Context: an optimization exercise on an open-source flow, tuned for small area. The choices shown serve that exercise and are no tape-out recipe.
The RTL was checked by simulation tests, not by an equivalence proof against the original design.
Power and IR drop assume default switching activity.

the baseline:
==> module connect4_top, before the edit <==
module connect4_top (
	input  logic                 clock,
	input  logic                 reset_n,
	input  logic                 wb_cyc_i,
	input  logic                 wb_stb_i,
	input  logic                 wb_we_i,
	input  logic [2-1:0] wb_adr_i,
	input  logic [8-1:0] wb_dat_i,
	output logic                 wb_ack_o,
	output logic [32-1:0] wb_dat_o,
	input  logic                 pix_ready,
	output logic                 pix_valid,
	output logic [8-1:0]  pix_x,
	output logic [7-1:0]  pix_y,
	output logic [3-1:0] pix_colour
);
	localparam int NC = 7;
	localparam int NR = 7;
	logic       ack_q;
	logic       rd_q;
	logic       move_req;
	logic       new_game;
	logic [2:0] move_col;
	logic       painting;
	logic       req;
	logic       is_move;
	logic       accept;
	assign req     = wb_cyc_i && wb_stb_i && !ack_q;
	assign is_move = wb_we_i && (wb_adr_i == 2'd0);
	assign accept  = req && !(is_move && painting);
	always_ff @(posedge clock) begin
		if (!reset_n) begin
			ack_q    <= 1'b0;
			rd_q     <= 1'b0;
			move_req <= 1'b0;
			new_game <= 1'b0;
		end else begin
			ack_q    <= accept;
			rd_q     <= accept && !wb_we_i && (wb_adr_i == 2'd2);
			move_req <= accept && is_move;
			new_game <= accept && wb_we_i && (wb_adr_i == 2'd1) && (wb_dat_i == 8'd1);
		end
	end
	always_ff @(posedge clock) begin
		if (!ack_q && !painting)
			move_col <= wb_dat_i[2:0] | {3{|wb_dat_i[7:3]}};
	end
	logic              clr;
	logic [5:0]        moves;
	logic [7:0]        illegal;
	logic              go_q;
	logic              go;
	logic              ty;           
	logic [NC-1:0][2:0] h;           
	logic [NC-1:0][NR-1:0] occ;
	logic [NC-1:0][NR-1:0] cb;       
	logic [NC-1:0]     en;           
	logic [2:0]        h_sel;
	logic [2:0]        h_nxt;
	logic              try;
	logic              legal;
	logic              place;
	logic              pv;           
	logic              bad;
	logic              clr_h;
	logic              pend;
	assign clr = !reset_n || new_game;
	assign clr_h = !reset_n || ((new_game || pend) && !painting);
	always_ff @(posedge clock) begin
		pend <= reset_n && (new_game || pend) && painting;
	end
	assign ty  = moves[0];
	assign try = move_req && !go_q;
	for (genvar c = 0; c < NC; c++) begin : gen
		assign en[c] = try && (move_col == 3'(c)) && !(&h[c]);
	end
	assign legal = |en;
	assign place = legal;
	assign bad   = move_req && !legal;
	assign h_nxt = clr_h ? 3'd0 : h_sel + 1'b1;
	always_comb begin
		h_sel = '0;
		for (int c = 0; c < NC; c++)
			h_sel = h_sel | ({3{move_col == 3'(c)}} & h[c]);
	end
	function automatic logic [7:0] inc8(input logic [7:0] q, input logic e);
		logic t;
		t = e;
		for (int i = 0; i < 8; i++) begin
			inc8[i] = q[i] ^ t;
			t = t & q[i];
		end
	endfunction
	always_ff @(posedge clock) begin
		logic [7:0] m;
		m       = inc8({2'b00, moves}, place);
		moves   <= clr ? 6'd0 : m[5:0];
		illegal <= clr ? 8'd0 : inc8(illegal, bad);
	end
	for (genvar c = 0; c < NC; c++) begin : gcol
		always_ff @(posedge clock) begin
			if (clr_h || en[c])
				h[c] <= h_nxt;
		end
		for (genvar r = 0; r < NR; r++) begin : gcell
			assign occ[c][r] = (h[c] > 3'(r));
			always_ff @(posedge clock) begin
				if (pv || clr_h)
					cb[c][r] <= !clr_h && occ[c][r] && !cb[c][r];
			end
		end
	end
	logic       busy;
	logic [3:0] off;
	logic hit;
	function automatic logic run4(input logic [6:0] x, input int n);
		case (n)
			4: run4 = x[0] & x[1] & x[2] & x[3];
			5: run4 = x[1] & x[2] & x[3] & (x[0] | x[4]);
			6: run4 = x[2] & x[3] & ((x[0] & x[1]) | (x[1] & x[4]) | (x[4] & x[5]));
			default: run4 = x[3] & ((x[1] & x[2] & (x[0] | x[4])) | (x[4] & x[5] & (x[2] | x[6])));
		endcase
	endfunction
	logic [27:0][6:0] lv;
	logic [27:0]      l1;           
	for (genvar i = 0; i < 7; i++) begin : gline
		localparam int S   = i - 3;
		localparam int LEN = 7 - (S < 0 ? -S : S);
		localparam int SH  = S < 0 ? -S : 0;
		for (genvar k = 0; k < 7; k++) begin : gk
			assign lv[i][k]     = cb[k][i];
			assign lv[7 + i][k] = cb[i][k];
			if (k + S >= 0 && k + S < 7) begin : gd
				assign lv[14 + i][k - SH] = cb[k + S][k];
				assign lv[21 + i][k - SH] = cb[k + S][6 - k];
			end
			if (k >= LEN) begin : gz
				assign lv[14 + i][k] = 1'b0;
				assign lv[21 + i][k] = 1'b0;
			end
		end
		assign l1[i]      = run4(lv[i], 7);
		assign l1[7 + i]  = run4(lv[7 + i], 7);
		assign l1[14 + i] = run4(lv[14 + i], LEN);
		assign l1[21 + i] = run4(lv[21 + i], LEN);
	end
	assign hit = |l1;
	logic chk;
	assign chk = busy && (off == 4'd0) && !pend;
	assign go  = go_q || (chk && hit);
	always_ff @(posedge clock) begin
		if (clr)
			go_q <= 1'b0;
		else
			go_q <= go;
	end
	logic       pcol;
	always_ff @(posedge clock) begin
		if (!reset_n) begin
			pv   <= 1'b0;
			busy <= 1'b0;
			off  <= '0;
		end else begin
			pv  <= place;
			if (pv)
				busy <= 1'b1;
			else if (busy && pix_ready && off == 4'hf)
				busy <= 1'b0;
			if (busy && pix_ready)
				off <= off + 1'b1;
		end
	end
	always_ff @(posedge clock) begin
		if (move_req) begin
			pcol <= ty;
		end
	end
	assign painting   = busy || pv;
	assign pix_valid  = busy;
	assign pix_x      = {3'b000, move_col, off[1:0]};
	assign pix_y      = {2'b00, ~h_sel, off[3:2]};
	assign pix_colour = pcol ? 3'b001 : 3'b100;
	logic [19:0] status;
	assign status = {illegal, moves, go, painting, ty, !ty, go && !ty, go && ty};
	assign wb_ack_o = ack_q;
	assign wb_dat_o = rd_q ? {12'b0, status} : '0;
endmodule
clock: 10.0 ns
lec_check: 0
cap_margin: 20
core_margin: 2
core_utilization: 70
slew_margin: 20
standard.sh (not shown) runs the stock make flow with config.mk's settings and CLKGATE_MAP_FILE= SYNTH_SCRIPT=/design/flow/synth_recipe.tcl, a recipe that flattens the netlist after the stock synthesis.
==> flow/flow/run.sh <==
#!/bin/bash
# Standard layout with smaller port buffers, one tie cell per constant and no
# dummy clock loads. Synthesis is the standard one.
set -euo pipefail
bash standard.sh \
	BUFFER_PORTS_ARGS="-buffer_cell sky130_fd_sc_hd__buf_1" \
	SKIP_REPAIR_TIE_FANOUT=1 \
	CTS_ARGS="-sink_clustering_enable -repair_clock_nets -dont_use_dummy_load" \
	finish > standard_flow.log 2>&1
Setup changes, the baseline to the candidate
--- a/flow/design.v
+++ b/flow/design.v
@@ -52,19 +52,18 @@
 	logic              go_q;
 	logic              go;
 	logic              ty;           
 	logic [NC-1:0][2:0] h;           
 	logic [NC-1:0][NR-1:0] occ;
 	logic [NC-1:0][NR-1:0] cb;       
+	logic [NC-1:0][NR-1:0] same;
 	logic [NC-1:0]     en;           
 	logic [2:0]        h_sel;
-	logic [2:0]        h_nxt;
 	logic              try;
 	logic              legal;
 	logic              place;
-	logic              pv;           
 	logic              bad;
 	logic              clr_h;
 	logic              pend;
 	assign clr = !reset_n || new_game;
 	assign clr_h = !reset_n || ((new_game || pend) && !painting);
 	always_ff @(posedge clock) begin
@@ -75,13 +74,12 @@
 	for (genvar c = 0; c < NC; c++) begin : gen
 		assign en[c] = try && (move_col == 3'(c)) && !(&h[c]);
 	end
 	assign legal = |en;
 	assign place = legal;
 	assign bad   = move_req && !legal;
-	assign h_nxt = clr_h ? 3'd0 : h_sel + 1'b1;
 	always_comb begin
 		h_sel = '0;
 		for (int c = 0; c < NC; c++)
 			h_sel = h_sel | ({3{move_col == 3'(c)}} & h[c]);
 	end
 	function automatic logic [7:0] inc8(input logic [7:0] q, input logic e);
@@ -97,36 +95,43 @@
 		m       = inc8({2'b00, moves}, place);
 		moves   <= clr ? 6'd0 : m[5:0];
 		illegal <= clr ? 8'd0 : inc8(illegal, bad);
 	end
 	for (genvar c = 0; c < NC; c++) begin : gcol
 		always_ff @(posedge clock) begin
-			if (clr_h || en[c])
-				h[c] <= h_nxt;
+			h[c][0] <= !clr_h && (h[c][0] ^ en[c]);
+			h[c][1] <= !clr_h && (h[c][1] ^ (en[c] && h[c][0]));
+			h[c][2] <= !clr_h && (h[c][2] ^ (en[c] && h[c][0] && h[c][1]));
 		end
 		for (genvar r = 0; r < NR; r++) begin : gcell
 			assign occ[c][r] = (h[c] > 3'(r));
 			always_ff @(posedge clock) begin
-				if (pv || clr_h)
-					cb[c][r] <= !clr_h && occ[c][r] && !cb[c][r];
+				if (!occ[c][r])
+					cb[c][r] <= ty;
 			end
+			assign same[c][r] = cb[c][r] ^ ty;
 		end
 	end
+	logic pv;       
 	logic       busy;
 	logic [3:0] off;
+	logic chk;      
 	logic hit;
 	function automatic logic run4(input logic [6:0] x, input int n);
 		case (n)
 			4: run4 = x[0] & x[1] & x[2] & x[3];
 			5: run4 = x[1] & x[2] & x[3] & (x[0] | x[4]);
 			6: run4 = x[2] & x[3] & ((x[0] & x[1]) | (x[1] & x[4]) | (x[4] & x[5]));
 			default: run4 = x[3] & ((x[1] & x[2] & (x[0] | x[4])) | (x[4] & x[5] & (x[2] | x[6])));
 		endcase
 	endfunction
 	logic [27:0][6:0] lv;
 	logic [27:0]      l1;           
+	logic [27:0]      l0;           
+	logic             hit0;
+	logic             hit1;
 	for (genvar i = 0; i < 7; i++) begin : gline
 		localparam int S   = i - 3;
 		localparam int LEN = 7 - (S < 0 ? -S : S);
 		localparam int SH  = S < 0 ? -S : 0;
 		for (genvar k = 0; k < 7; k++) begin : gk
 			assign lv[i][k]     = cb[k][i];
@@ -141,15 +146,20 @@
 			end
 		end
 		assign l1[i]      = run4(lv[i], 7);
 		assign l1[7 + i]  = run4(lv[7 + i], 7);
 		assign l1[14 + i] = run4(lv[14 + i], LEN);
 		assign l1[21 + i] = run4(lv[21 + i], LEN);
+		assign l0[i]      = run4(~lv[i], 7);
+		assign l0[7 + i]  = run4(~lv[7 + i], 7);
+		assign l0[14 + i] = run4(~lv[14 + i], LEN);
+		assign l0[21 + i] = run4(~lv[21 + i], LEN);
 	end
-	assign hit = |l1;
-	logic chk;
+	assign hit1 = |l1;
+	assign hit0 = |l0;
+	assign hit = ty ? hit0 : hit1;
 	assign chk = busy && (off == 4'd0) && !pend;
 	assign go  = go_q || (chk && hit);
 	always_ff @(posedge clock) begin
 		if (clr)
 			go_q <= 1'b0;
 		else
==> comparison <==
Area fraction in compound gates after synthesis (lower): the baseline
The candidate gives more met3 wire length than the baseline did.
In the metrics for the candidate and the baseline, the one carrying the lower clock power share is the baseline.
Cell area after placement: the candidate vs the baseline up 8.2%
In the candidate the met2 capacity usage during global routing turned out 24 points higher than in the baseline.
| post-route total power | the candidate vs the baseline | better |
Compared to the baseline, the routing of the candidate uses more wire.
Taking the baseline as the reference, in the candidate final period demand of the worst path picked up an extra 370 ps, ratio of final minimum period to clock period now larger.
Final weighted congestion in routability-driven placement up about 7% in the candidate wrt the baseline

## separate check: timing with driven ports
How much do the figures lean on ideal ports? The routed layouts below were timed once more, with nothing changed but the port constraints. Step 1 sets driving cells, clkbuf_16 on the clock port and buf_2 on the other inputs (assumed; they add their load-dependent delay and slew). Step 2 adds t to the input delays and takes it off the output delays; t is the mean of the earliest and latest rising clock arrival at the registers after step 1. Input paths then give back, and output paths get back, about the clock's delay inside the block. a / b / c = ideal / step 1 / step 2; a / b = the first two.
| run | shift t [ns] | slack for setup (ns) | hold slack, ns | worst setup path after step 2 | pins driven straight from the clock port |
|---|---|---|---|---|---|
| the baseline | 0.380 | 5.459 / 5.427 / 5.807 | 0.520 / 0.520 / 0.520 | register to output | 1 |
| the candidate | 0.387 | 5.092 / 5.063 / 5.449 | 0.511 / 0.511 / 0.511 | register to output | 1 |
After both steps every run listed still meets setup and hold.
